Context: an optimization exercise on an open-source flow, tuned for small area, a short achievable clock period and few clock cycles per item. The choices shown serve that exercise and are no tape-out recipe.
At most, simulation tests tie the RTL to the original design; equivalence was not proved.

==> flow/design.v <==
package rsa_pkg;
  localparam int OPERAND_WIDTH = 32;
  localparam int EXP_BITS = 16;
  localparam int ACC_WIDTH = OPERAND_WIDTH + 1;
  localparam logic [1:0] OP_NOP = 2'd0;
  localparam logic [1:0] OP_EXP = 2'd1;
  localparam logic [2:0] PARAM_MODULUS = 3'd0;
  localparam logic [2:0] PARAM_R_MOD_N = 3'd1;
  localparam logic [2:0] PARAM_BASE = 3'd2;
  localparam logic [2:0] PARAM_R2_MOD_N = 3'd3;
  localparam logic [2:0] PARAM_EXPONENT = 3'd4;
endpackage
`timescale 1ns/1ps
module csa_row #(
  parameter int   W    = 8,
  parameter logic FILL = 1'b0
) (
  input  logic [W-1:0] x,
  input  logic [W-1:0] y,
  input  logic [W-1:0] z,
  output logic [W-1:0] s,
  output logic [W-1:0] c
);
  assign s = x ^ y ^ z;
  assign c = {(x[W-2:0] & y[W-2:0]) | (x[W-2:0] & z[W-2:0]) | (y[W-2:0] & z[W-2:0]), FILL};
endmodule
import rsa_pkg::*;
module mont_digit (
  input  logic [ACC_WIDTH-1:0]     s_n,
  input  logic [ACC_WIDTH-1:0]     c_n,
  input  logic [1:0]               a_bits,
  input  logic [OPERAND_WIDTH-1:0] b,
  input  logic [OPERAND_WIDTH-1:0] modulus,
  output logic [ACC_WIDTH-1:0]     s_nxt_n,
  output logic [ACC_WIDTH-1:0]     c_nxt_n
);
  localparam int TW  = ACC_WIDTH + 1;   
  localparam int EXT = TW - OPERAND_WIDTH;
  logic [TW-1:0] s_in, c_in;
  logic [TW-1:0] pp0, pp1, mm0, mm1;
  logic [TW-1:0] xs1, xc1, xs2, xc2, xs3, xc3, xs4, xc4;
  logic [TW-1:0] hs, hc;
  logic          s0, c0, p0;
  logic          q0, q1;
  logic          w_mid;
  assign s_in = {1'b1, s_n};
  assign c_in = {1'b1, c_n};
  assign s0    = ~s_n[0];
  assign c0    = ~c_n[0];
  assign p0    = a_bits[0] & b[0];
  assign q0    = s_n[0] ^ c_n[0] ^ p0;
  assign w_mid = (s0 | c0 | p0) & ~(s0 & c0 & p0);
  assign q1    = s_n[1] ^ c_n[1] ^ (a_bits[0] & b[1]) ^ (q0 & modulus[1]) ^ w_mid ^
                 (a_bits[1] & b[0]);
  assign pp0 = {{EXT{1'b1}}, ~({OPERAND_WIDTH{a_bits[0]}} & b)};
  assign pp1 = {{EXT{1'b1}}, ~({OPERAND_WIDTH{a_bits[1]}} & b)};
  assign mm0 = {{EXT{1'b1}}, ~({OPERAND_WIDTH{q0}} & modulus)};
  assign mm1 = {{EXT{1'b1}}, ~({OPERAND_WIDTH{q1}} & modulus)};
  csa_row #(.W(TW), .FILL(1'b1)) row1 (.x(s_in), .y(c_in), .z(pp0), .s(xs1), .c(xc1));
  csa_row #(.W(TW), .FILL(1'b1)) row2 (.x(xs1), .y(xc1), .z(mm0), .s(xs2), .c(xc2));
  assign hs = {1'b1, xs2[TW-1:1]};
  assign hc = {1'b1, xc2[TW-1:1]};
  csa_row #(.W(TW), .FILL(1'b1)) row3 (.x(hs), .y(hc), .z(pp1), .s(xs3), .c(xc3));
  csa_row #(.W(TW), .FILL(1'b1)) row4 (.x(xs3), .y(xc3), .z(mm1), .s(xs4), .c(xc4));
  assign s_nxt_n = xs4[TW-1:1];
  assign c_nxt_n = xc4[TW-1:1];
endmodule
`timescale 1ns/1ps
import rsa_pkg::*;
module rsa_top (
  input  logic                     clk,
  input  logic                     resetn,
  input  logic                     param_valid,
  input  logic [2:0]               param_sel,
  input  logic [OPERAND_WIDTH-1:0] param_data,
  output logic                     param_ready,
  input  logic                     cmd_valid,
  input  logic [1:0]               cmd_op,
  output logic                     cmd_ready,
  output logic                     result_valid,
  output logic [OPERAND_WIDTH-1:0] result_data,
  input  logic                     result_ready,
  output logic                     busy
);
  logic                     param_fire;
  logic                     exp_fire;
  logic [OPERAND_WIDTH-1:0] modulus;
  logic [OPERAND_WIDTH-1:0] base;
  logic [OPERAND_WIDTH-1:0] r2_mod_n;
  logic [EXP_BITS-1:0]      exponent;
  logic                     exp_done;
  assign param_ready = ~busy;
  assign cmd_ready   = ~busy;
  assign param_fire  = param_valid & ~busy;
  assign exp_fire    = cmd_valid & ~busy & (cmd_op == OP_EXP);
  always_ff @(posedge clk) begin
    if (param_fire) begin
      case (param_sel)
        PARAM_MODULUS:  modulus  <= param_data;
        PARAM_BASE:     base     <= param_data;
        PARAM_R2_MOD_N: r2_mod_n <= param_data;
        PARAM_EXPONENT: exponent <= param_data[EXP_BITS-1:0];
        default: begin
        end
      endcase
    end
  end
  always_ff @(posedge clk) begin
    if (!resetn) begin
      busy         <= 1'b0;
      result_valid <= 1'b0;
    end else begin
      if (exp_fire) begin
        busy <= 1'b1;
      end else if (result_valid && result_ready) begin
        busy <= 1'b0;
      end
      if (exp_done) begin
        result_valid <= 1'b1;
      end else if (result_ready) begin
        result_valid <= 1'b0;
      end
    end
  end
  logic                     ph_init;
  logic                     ph_iter;
  logic                     ph_res;
  logic                     ph_sub;
  logic [3:0]               it_cnt;
  logic [4:0]               rnd;
  logic                     last_rnd;
  logic                     conv_rnd;
  logic                     e_bit;
  logic                     acc_take;
  logic                     mm_clear;
  assign last_rnd = (rnd == 5'd16);
  assign e_bit    = exponent[rnd[3:0] - 4'd1];
  assign acc_take = !conv_rnd && e_bit;
  assign exp_done = ph_sub & last_rnd;
  assign mm_clear = ph_init | ph_sub;
  always_ff @(posedge clk) begin
    if (!resetn) begin
      ph_init <= 1'b0;
      ph_iter <= 1'b0;
      ph_res  <= 1'b0;
      ph_sub  <= 1'b0;
    end else begin
      ph_init <= exp_fire;
      ph_res  <= ph_iter & (it_cnt == 4'd15);
      ph_sub  <= ph_res;
      if (ph_init | (ph_sub & ~last_rnd)) begin
        ph_iter <= 1'b1;
      end else if (it_cnt == 4'd15) begin
        ph_iter <= 1'b0;
      end
    end
  end
  always_ff @(posedge clk) begin
    if (ph_init) begin
      rnd      <= '0;
      conv_rnd <= 1'b1;
    end else if (ph_sub) begin
      rnd      <= rnd + 5'd1;
      conv_rnd <= 1'b0;
    end
    if (ph_iter) begin
      it_cnt <= it_cnt + 4'd1;
    end else begin
      it_cnt <= '0;
    end
  end
  logic [OPERAND_WIDTH-1:0] sq;
  logic [OPERAND_WIDTH-1:0] acc;
  logic [1:0]               a_bits;
  logic [1:0]               a_fetch;
  logic [OPERAND_WIDTH-1:0] a_src;
  logic [ACC_WIDTH:0]       sq_sum;
  logic [ACC_WIDTH:0]       acc_sum;
  logic [ACC_WIDTH-1:0]     sq_sn, sq_cn, acc_sn, acc_cn;
  logic [ACC_WIDTH-1:0]     sq_sn_nxt, sq_cn_nxt, acc_sn_nxt, acc_cn_nxt;
  logic [ACC_WIDTH-1:0]     neg_n;
  assign a_src   = conv_rnd ? base : sq;
  assign a_fetch = a_src[{it_cnt + 4'd1, 1'b0} +: 2];
  always_ff @(posedge clk) begin
    if (ph_init) begin
      a_bits <= base[1:0];
    end else if (ph_sub) begin
      a_bits <= sq_sum[ACC_WIDTH] ? sq_sum[1:0] : sq[1:0];
    end else begin
      a_bits <= a_fetch;
    end
  end
  always_ff @(posedge clk) begin
    if (ph_init) begin
      sq  <= r2_mod_n;
      acc <= {{(OPERAND_WIDTH-1){1'b0}}, |modulus[OPERAND_WIDTH-1:1]};
    end else begin
      if (ph_res | (ph_sub & sq_sum[ACC_WIDTH])) begin
        sq <= sq_sum[OPERAND_WIDTH-1:0];
      end
      if (acc_take & (ph_res | (ph_sub & acc_sum[ACC_WIDTH]))) begin
        acc <= acc_sum[OPERAND_WIDTH-1:0];
      end
    end
  end
  assign result_data = acc;
  function automatic logic [ACC_WIDTH:0] pp_add(input logic [ACC_WIDTH-1:0] x,
                                                input logic [ACC_WIDTH-1:0] y,
                                                input logic                 cin);
    logic [ACC_WIDTH-1:0] g, p, gg, pp;
    logic [ACC_WIDTH:0]   cc;
    g  = x & y;
    p  = x ^ y;
    gg = g;
    pp = p;
    gg[0] = g[0] | (p[0] & cin);
    for (int l = 0; l < 6; l++) begin
      for (int i = 0; i < ACC_WIDTH; i++) begin
        if (((i + 1) % (2 << l)) == 0) begin
          gg[i] = gg[i] | (pp[i] & gg[i - (1 << l)]);
          pp[i] = pp[i] & pp[i - (1 << l)];
        end
      end
    end
    for (int l = 5; l >= 0; l--) begin
      for (int i = 0; i < ACC_WIDTH; i++) begin
        if (i >= (3 << l) - 1 && ((i + 1 - (1 << l)) % (2 << l)) == 0) begin
          gg[i] = gg[i] | (pp[i] & gg[i - (1 << l)]);
          pp[i] = pp[i] & pp[i - (1 << l)];
        end
      end
    end
    cc = {gg, cin};
    pp_add = {cc[ACC_WIDTH], p ^ cc[ACC_WIDTH-1:0]};
  endfunction
  assign neg_n   = {1'b1, ~modulus[OPERAND_WIDTH-1:1], 1'b1};
  assign sq_sum  = ~pp_add(sq_sn, sq_cn, 1'b1);
  assign acc_sum = ~pp_add(acc_sn, acc_cn, 1'b1);
  mont_digit dig_sq (
    .s_n     (sq_sn),
    .c_n     (sq_cn),
    .a_bits  (a_bits),
    .b       (sq),
    .modulus (modulus),
    .s_nxt_n (sq_sn_nxt),
    .c_nxt_n (sq_cn_nxt)
  );
  mont_digit dig_acc (
    .s_n     (acc_sn),
    .c_n     (acc_cn),
    .a_bits  (a_bits),
    .b       (acc),
    .modulus (modulus),
    .s_nxt_n (acc_sn_nxt),
    .c_nxt_n (acc_cn_nxt)
  );
  logic sel_res, sel_step;
  assign sel_res  = ph_res;
  assign sel_step = ~ph_res & ~mm_clear;
  always_ff @(posedge clk) begin
    sq_sn  <= ({ACC_WIDTH{~sel_res}} | ~sq_sum[ACC_WIDTH-1:0])  & ({ACC_WIDTH{~sel_step}} | sq_sn_nxt);
    sq_cn  <= ({ACC_WIDTH{~sel_res}} | ~neg_n)                  & ({ACC_WIDTH{~sel_step}} | sq_cn_nxt);
    acc_sn <= ({ACC_WIDTH{~sel_res}} | ~acc_sum[ACC_WIDTH-1:0]) & ({ACC_WIDTH{~sel_step}} | acc_sn_nxt);
    acc_cn <= ({ACC_WIDTH{~sel_res}} | ~neg_n)                  & ({ACC_WIDTH{~sel_step}} | acc_cn_nxt);
  end
endmodule
clock: 8.0 ns
lec_check: 0
cap_margin: 20
core_margin: 2
core_utilization: 55
cts_cluster_diameter: 100
cts_cluster_size: 26
setup_slack_margin: 4.85
slew_margin: 20
synth_hierarchical: 1
standard.sh (not shown) runs the stock make flow with config.mk's settings and CLKGATE_MAP_FILE= SYNTH_SCRIPT=/design/flow/synth_recipe.tcl, a recipe that flattens the netlist after the stock synthesis.
==> flow/flow/run.sh <==
#!/bin/bash
# Standard layout, with plain buffers on the ports instead of delay cells.
set -e
export BUFFER_PORTS_ARGS="-buffer_cell sky130_fd_sc_hd__buf_2"
bash standard.sh > standard.log 2>&1
The first run finished with timing, DRC and antenna clean.
Next try:
--- a/flow/design.v
+++ b/flow/design.v
@@ -204,34 +204,30 @@
     end
   end
   assign result_data = acc;
   function automatic logic [ACC_WIDTH:0] pp_add(input logic [ACC_WIDTH-1:0] x,
                                                 input logic [ACC_WIDTH-1:0] y,
                                                 input logic                 cin);
-    logic [ACC_WIDTH-1:0] g, p, gg, pp;
+    logic [ACC_WIDTH-1:0] g, p, gg, pp, g2, p2;
     logic [ACC_WIDTH:0]   cc;
     g  = x & y;
     p  = x ^ y;
     gg = g;
     pp = p;
     gg[0] = g[0] | (p[0] & cin);
     for (int l = 0; l < 6; l++) begin
+      g2 = gg;
+      p2 = pp;
       for (int i = 0; i < ACC_WIDTH; i++) begin
-        if (((i + 1) % (2 << l)) == 0) begin
-          gg[i] = gg[i] | (pp[i] & gg[i - (1 << l)]);
-          pp[i] = pp[i] & pp[i - (1 << l)];
+        if (((i >> l) & 1) == 1) begin
+          g2[i] = gg[i] | (pp[i] & gg[((i >> l) << l) - 1]);
+          p2[i] = pp[i] & pp[((i >> l) << l) - 1];
         end
       end
-    end
-    for (int l = 5; l >= 0; l--) begin
-      for (int i = 0; i < ACC_WIDTH; i++) begin
-        if (i >= (3 << l) - 1 && ((i + 1 - (1 << l)) % (2 << l)) == 0) begin
-          gg[i] = gg[i] | (pp[i] & gg[i - (1 << l)]);
-          pp[i] = pp[i] & pp[i - (1 << l)];
-        end
-      end
+      gg = g2;
+      pp = p2;
     end
     cc = {gg, cin};
     pp_add = {cc[ACC_WIDTH], p ^ cc[ACC_WIDTH-1:0]};
   endfunction
   assign neg_n   = {1'b1, ~modulus[OPERAND_WIDTH-1:1], 1'b1};
   assign sq_sum  = ~pp_add(sq_sn, sq_cn, 1'b1);
Hold slack is better by 0.0083 ns.
Die area rose by 0.73%.
Final cell count increases by 3.7%.
Register-to-register slack is better by 0.25 ns.
Via count came out higher by 4.9%.
First-iteration DRC count barely changes.
Area after synthesis increases by 0.74%.
Wire length is higher by 4.3%.
No run of this note included a check of the RTL's function; only the layout flow was run.

========
rsa_top, a different RTL version from the one above (not shown whole).
Size in the first run: ~1900 cells after synthesis, ~78 I/O pins, roughly 22000 um^2 of cells after synthesis.
==> module rsa_top, before the edit <==
module rsa_top (
  input  logic                     clk,
  input  logic                     resetn,
  input  logic                     param_valid,
  input  logic [2:0]               param_sel,
  input  logic [OPERAND_WIDTH-1:0] param_data,
  output logic                     param_ready,
  input  logic                     cmd_valid,
  input  logic [1:0]               cmd_op,
  output logic                     cmd_ready,
  output logic                     result_valid,
  output logic [OPERAND_WIDTH-1:0] result_data,
  input  logic                     result_ready,
  output logic                     busy
);
  logic                     param_fire;
  logic                     exp_fire;
  logic [OPERAND_WIDTH-1:0] modulus;
  logic [OPERAND_WIDTH-1:0] base;
  logic [OPERAND_WIDTH-1:0] r2_mod_n;
  logic [EXP_BITS-1:0]      exponent;
  logic                     exp_done;
  assign param_ready = ~busy;
  assign cmd_ready   = ~busy;
  assign param_fire  = param_valid & ~busy;
  assign exp_fire    = cmd_valid & ~busy & (cmd_op == OP_EXP);
  always_ff @(posedge clk) begin
    if (param_fire) begin
      case (param_sel)
        PARAM_MODULUS:  modulus  <= param_data;
        PARAM_BASE:     base     <= param_data;
        PARAM_R2_MOD_N: r2_mod_n <= param_data;
        PARAM_EXPONENT: exponent <= param_data[EXP_BITS-1:0];
        default: begin
        end
      endcase
    end
  end
  always_ff @(posedge clk) begin
    if (!resetn) begin
      busy         <= 1'b0;
      result_valid <= 1'b0;
    end else begin
      if (exp_fire) begin
        busy <= 1'b1;
      end else if (result_valid && result_ready) begin
        busy <= 1'b0;
      end
      if (exp_done) begin
        result_valid <= 1'b1;
      end else if (result_ready) begin
        result_valid <= 1'b0;
      end
    end
  end
  logic                     ph_init;
  logic                     ph_iter;
  logic                     ph_res;
  logic                     ph_sub;
  logic [3:0]               it_cnt;
  logic [4:0]               rnd;
  logic                     last_rnd;
  logic                     conv_rnd;
  logic                     e_bit;
  logic                     acc_take;
  logic                     mm_clear;
  assign last_rnd = (rnd == 5'd16);
  assign e_bit    = exponent[rnd[3:0] - 4'd1];
  assign acc_take = !conv_rnd && e_bit;
  assign exp_done = ph_sub & last_rnd;
  assign mm_clear = ph_init | ph_sub;
  always_ff @(posedge clk) begin
    if (!resetn) begin
      ph_init <= 1'b0;
      ph_iter <= 1'b0;
      ph_res  <= 1'b0;
      ph_sub  <= 1'b0;
    end else begin
      ph_init <= exp_fire;
      ph_res  <= ph_iter & (it_cnt == 4'd15);
      ph_sub  <= ph_res;
      if (ph_init | (ph_sub & ~last_rnd)) begin
        ph_iter <= 1'b1;
      end else if (it_cnt == 4'd15) begin
        ph_iter <= 1'b0;
      end
    end
  end
  always_ff @(posedge clk) begin
    if (ph_init) begin
      rnd      <= '0;
      conv_rnd <= 1'b1;
    end else if (ph_sub) begin
      rnd      <= rnd + 5'd1;
      conv_rnd <= 1'b0;
    end
    if (ph_iter) begin
      it_cnt <= it_cnt + 4'd1;
    end else begin
      it_cnt <= '0;
    end
  end
  logic [OPERAND_WIDTH-1:0] sq;
  logic [OPERAND_WIDTH-1:0] acc;
  logic [1:0]               a_bits;
  logic [1:0]               a_fetch;
  logic [OPERAND_WIDTH-1:0] a_src;
  logic [ACC_WIDTH:0]       sq_sum;
  logic [ACC_WIDTH:0]       acc_sum;
  logic [ACC_WIDTH-1:0]     sq_s, sq_c, acc_s, acc_c;
  logic [ACC_WIDTH-1:0]     sq_s_nxt, sq_c_nxt, acc_s_nxt, acc_c_nxt;
  logic [ACC_WIDTH-1:0]     neg_n;
  assign a_src   = conv_rnd ? base : sq;
  assign a_fetch = a_src[{it_cnt + 4'd1, 1'b0} +: 2];
  always_ff @(posedge clk) begin
    if (ph_init) begin
      a_bits <= base[1:0];
    end else if (ph_sub) begin
      a_bits <= sq_sum[ACC_WIDTH] ? sq_sum[1:0] : sq[1:0];
    end else begin
      a_bits <= a_fetch;
    end
  end
  always_ff @(posedge clk) begin
    if (ph_init) begin
      sq  <= r2_mod_n;
      acc <= {{(OPERAND_WIDTH-1){1'b0}}, |modulus[OPERAND_WIDTH-1:1]};
    end else begin
      if (ph_res | (ph_sub & sq_sum[ACC_WIDTH])) begin
        sq <= sq_sum[OPERAND_WIDTH-1:0];
      end
      if (acc_take & (ph_res | (ph_sub & acc_sum[ACC_WIDTH]))) begin
        acc <= acc_sum[OPERAND_WIDTH-1:0];
      end
    end
  end
  assign result_data = acc;
  assign neg_n   = {1'b1, ~modulus[OPERAND_WIDTH-1:1], 1'b1};
  assign sq_sum  = {1'b0, sq_s} + {1'b0, sq_c};
  assign acc_sum = {1'b0, acc_s} + {1'b0, acc_c};
  mont_digit dig_sq (
    .s_q     (sq_s),
    .c_q     (sq_c),
    .a_bits  (a_bits),
    .b       (sq),
    .modulus (modulus),
    .s_nxt   (sq_s_nxt),
    .c_nxt   (sq_c_nxt)
  );
  mont_digit dig_acc (
    .s_q     (acc_s),
    .c_q     (acc_c),
    .a_bits  (a_bits),
    .b       (acc),
    .modulus (modulus),
    .s_nxt   (acc_s_nxt),
    .c_nxt   (acc_c_nxt)
  );
  logic sel_res, sel_step;
  assign sel_res  = ph_res;
  assign sel_step = ~ph_res & ~mm_clear;
  always_ff @(posedge clk) begin
    sq_s  <= ({ACC_WIDTH{sel_res}} & sq_sum[ACC_WIDTH-1:0])  | ({ACC_WIDTH{sel_step}} & sq_s_nxt);
    sq_c  <= ({ACC_WIDTH{sel_res}} & neg_n)                  | ({ACC_WIDTH{sel_step}} & sq_c_nxt);
    acc_s <= ({ACC_WIDTH{sel_res}} & acc_sum[ACC_WIDTH-1:0]) | ({ACC_WIDTH{sel_step}} & acc_s_nxt);
    acc_c <= ({ACC_WIDTH{sel_res}} & neg_n)                  | ({ACC_WIDTH{sel_step}} & acc_c_nxt);
  end
endmodule
export LEC_CHECK = 0
export CAP_MARGIN = 20
export CORE_MARGIN = 2
export CORE_UTILIZATION = 55
export CTS_CLUSTER_DIAMETER = 100
export CTS_CLUSTER_SIZE = 26
export SETUP_SLACK_MARGIN = 4.8
export SLEW_MARGIN = 20
export SYNTH_HIERARCHICAL = 1
create_clock -name core_clock -period 8.0 [get_ports {clk}]
Scripts as last shown in full above: flow/flow/run.sh
==> next run, changes <==
--- a/flow/design.v
+++ b/flow/design.v
@@ -171,16 +171,20 @@
   logic [OPERAND_WIDTH-1:0] a_src;
   logic [ACC_WIDTH:0]       sq_sum;
   logic [ACC_WIDTH:0]       acc_sum;
+  logic [OPERAND_WIDTH-1:0] sq_red;
+  logic [OPERAND_WIDTH-1:0] acc_red;
   logic [ACC_WIDTH-1:0]     sq_s, sq_c, acc_s, acc_c;
   logic [ACC_WIDTH-1:0]     sq_s_nxt, sq_c_nxt, acc_s_nxt, acc_c_nxt;
   logic [ACC_WIDTH-1:0]     neg_n;
   assign a_src   = conv_rnd ? base : sq;
   assign a_fetch = a_src[{it_cnt + 4'd1, 1'b0} +: 2];
+  assign sq_red  = sq_sum[ACC_WIDTH]  ? sq_sum[OPERAND_WIDTH-1:0]  : sq_s[OPERAND_WIDTH-1:0];
+  assign acc_red = acc_sum[ACC_WIDTH] ? acc_sum[OPERAND_WIDTH-1:0] : acc_s[OPERAND_WIDTH-1:0];
   always_ff @(posedge clk) begin
     if (ph_init) begin
       a_bits <= base[1:0];
     end else if (ph_sub) begin
-      a_bits <= sq_sum[ACC_WIDTH] ? sq_sum[1:0] : sq[1:0];
+      a_bits <= sq_red[1:0];
     end else begin
       a_bits <= a_fetch;
     end
@@ -189,12 +193,10 @@
     if (ph_init) begin
       sq  <= r2_mod_n;
       acc <= {{(OPERAND_WIDTH-1){1'b0}}, |modulus[OPERAND_WIDTH-1:1]};
-    end else begin
-      if (ph_res | (ph_sub & sq_sum[ACC_WIDTH])) begin
-        sq <= sq_sum[OPERAND_WIDTH-1:0];
-      end
-      if (acc_take & (ph_res | (ph_sub & acc_sum[ACC_WIDTH]))) begin
-        acc <= acc_sum[OPERAND_WIDTH-1:0];
+    end else if (ph_sub) begin
+      sq <= sq_red;
+      if (acc_take) begin
+        acc <= acc_red;
       end
     end
   end
@@ -220,13 +222,22 @@
     .s_nxt   (acc_s_nxt),
     .c_nxt   (acc_c_nxt)
   );
-  logic sel_res, sel_step;
-  assign sel_res  = ph_res;
-  assign sel_step = ~ph_res & ~mm_clear;
-  always_ff @(posedge clk) begin
-    sq_s  <= ({ACC_WIDTH{sel_res}} & sq_sum[ACC_WIDTH-1:0])  | ({ACC_WIDTH{sel_step}} & sq_s_nxt);
-    sq_c  <= ({ACC_WIDTH{sel_res}} & neg_n)                  | ({ACC_WIDTH{sel_step}} & sq_c_nxt);
-    acc_s <= ({ACC_WIDTH{sel_res}} & acc_sum[ACC_WIDTH-1:0]) | ({ACC_WIDTH{sel_step}} & acc_s_nxt);
-    acc_c <= ({ACC_WIDTH{sel_res}} & neg_n)                  | ({ACC_WIDTH{sel_step}} & acc_c_nxt);
+  always_ff @(posedge clk) begin
+    if (mm_clear) begin
+      sq_s  <= '0;
+      sq_c  <= '0;
+      acc_s <= '0;
+      acc_c <= '0;
+    end else if (ph_res) begin
+      sq_s  <= sq_sum[ACC_WIDTH-1:0];
+      sq_c  <= neg_n;
+      acc_s <= acc_sum[ACC_WIDTH-1:0];
+      acc_c <= neg_n;
+    end else begin
+      sq_s  <= sq_s_nxt;
+      sq_c  <= sq_c_nxt;
+      acc_s <= acc_s_nxt;
+      acc_c <= acc_c_nxt;
+    end
   end
 endmodule
The new run went through all stages and came out clean.
Wire length increases by 8.3%.
Via count increases by about 11%.
Hold slack loses 0.0030 ns.
Critical path depth increases by 3.
Setup slack gains 0.076 ns.
Testbench counts after the change, summed over its fixed seeds: cycles 40,192, items 128.
The RTL of the first run of this note was laid out without a check of its function.

[what the ideal ports hide]
How much do the figures lean on ideal ports? The routed layouts below were timed once more, with nothing changed but the port constraints.
Step 1 sets driving cells, clkbuf_16 on the clock port and buf_2 on the other inputs (assumed; they add their load-dependent delay and slew).
Step 2 adds t to the input delays and takes it off the output delays; t is the mean of the earliest and latest rising clock arrival at the registers after step 1. Input paths then give back, and output paths get back, about the clock's delay inside the block.
Slacks: ideal ports / drivers / drivers and shift; pairs: ideal ports / drivers.
run	t (ns)	setup slack, ns	clock arrival spread, ns
the first run of note 1	0.599	4.066 / 4.066 / 4.066	0.027 / 0.027
the second run of note 1	0.586	4.312 / 4.312 / 4.312	0.025 / 0.024
the first run of note 2	0.589	4.761 / 4.761 / 4.761	0.030 / 0.030
the second run of note 2	0.607	4.837 / 4.837 / 4.837	0.040 / 0.040
After both steps setup and hold are still met in every run listed.
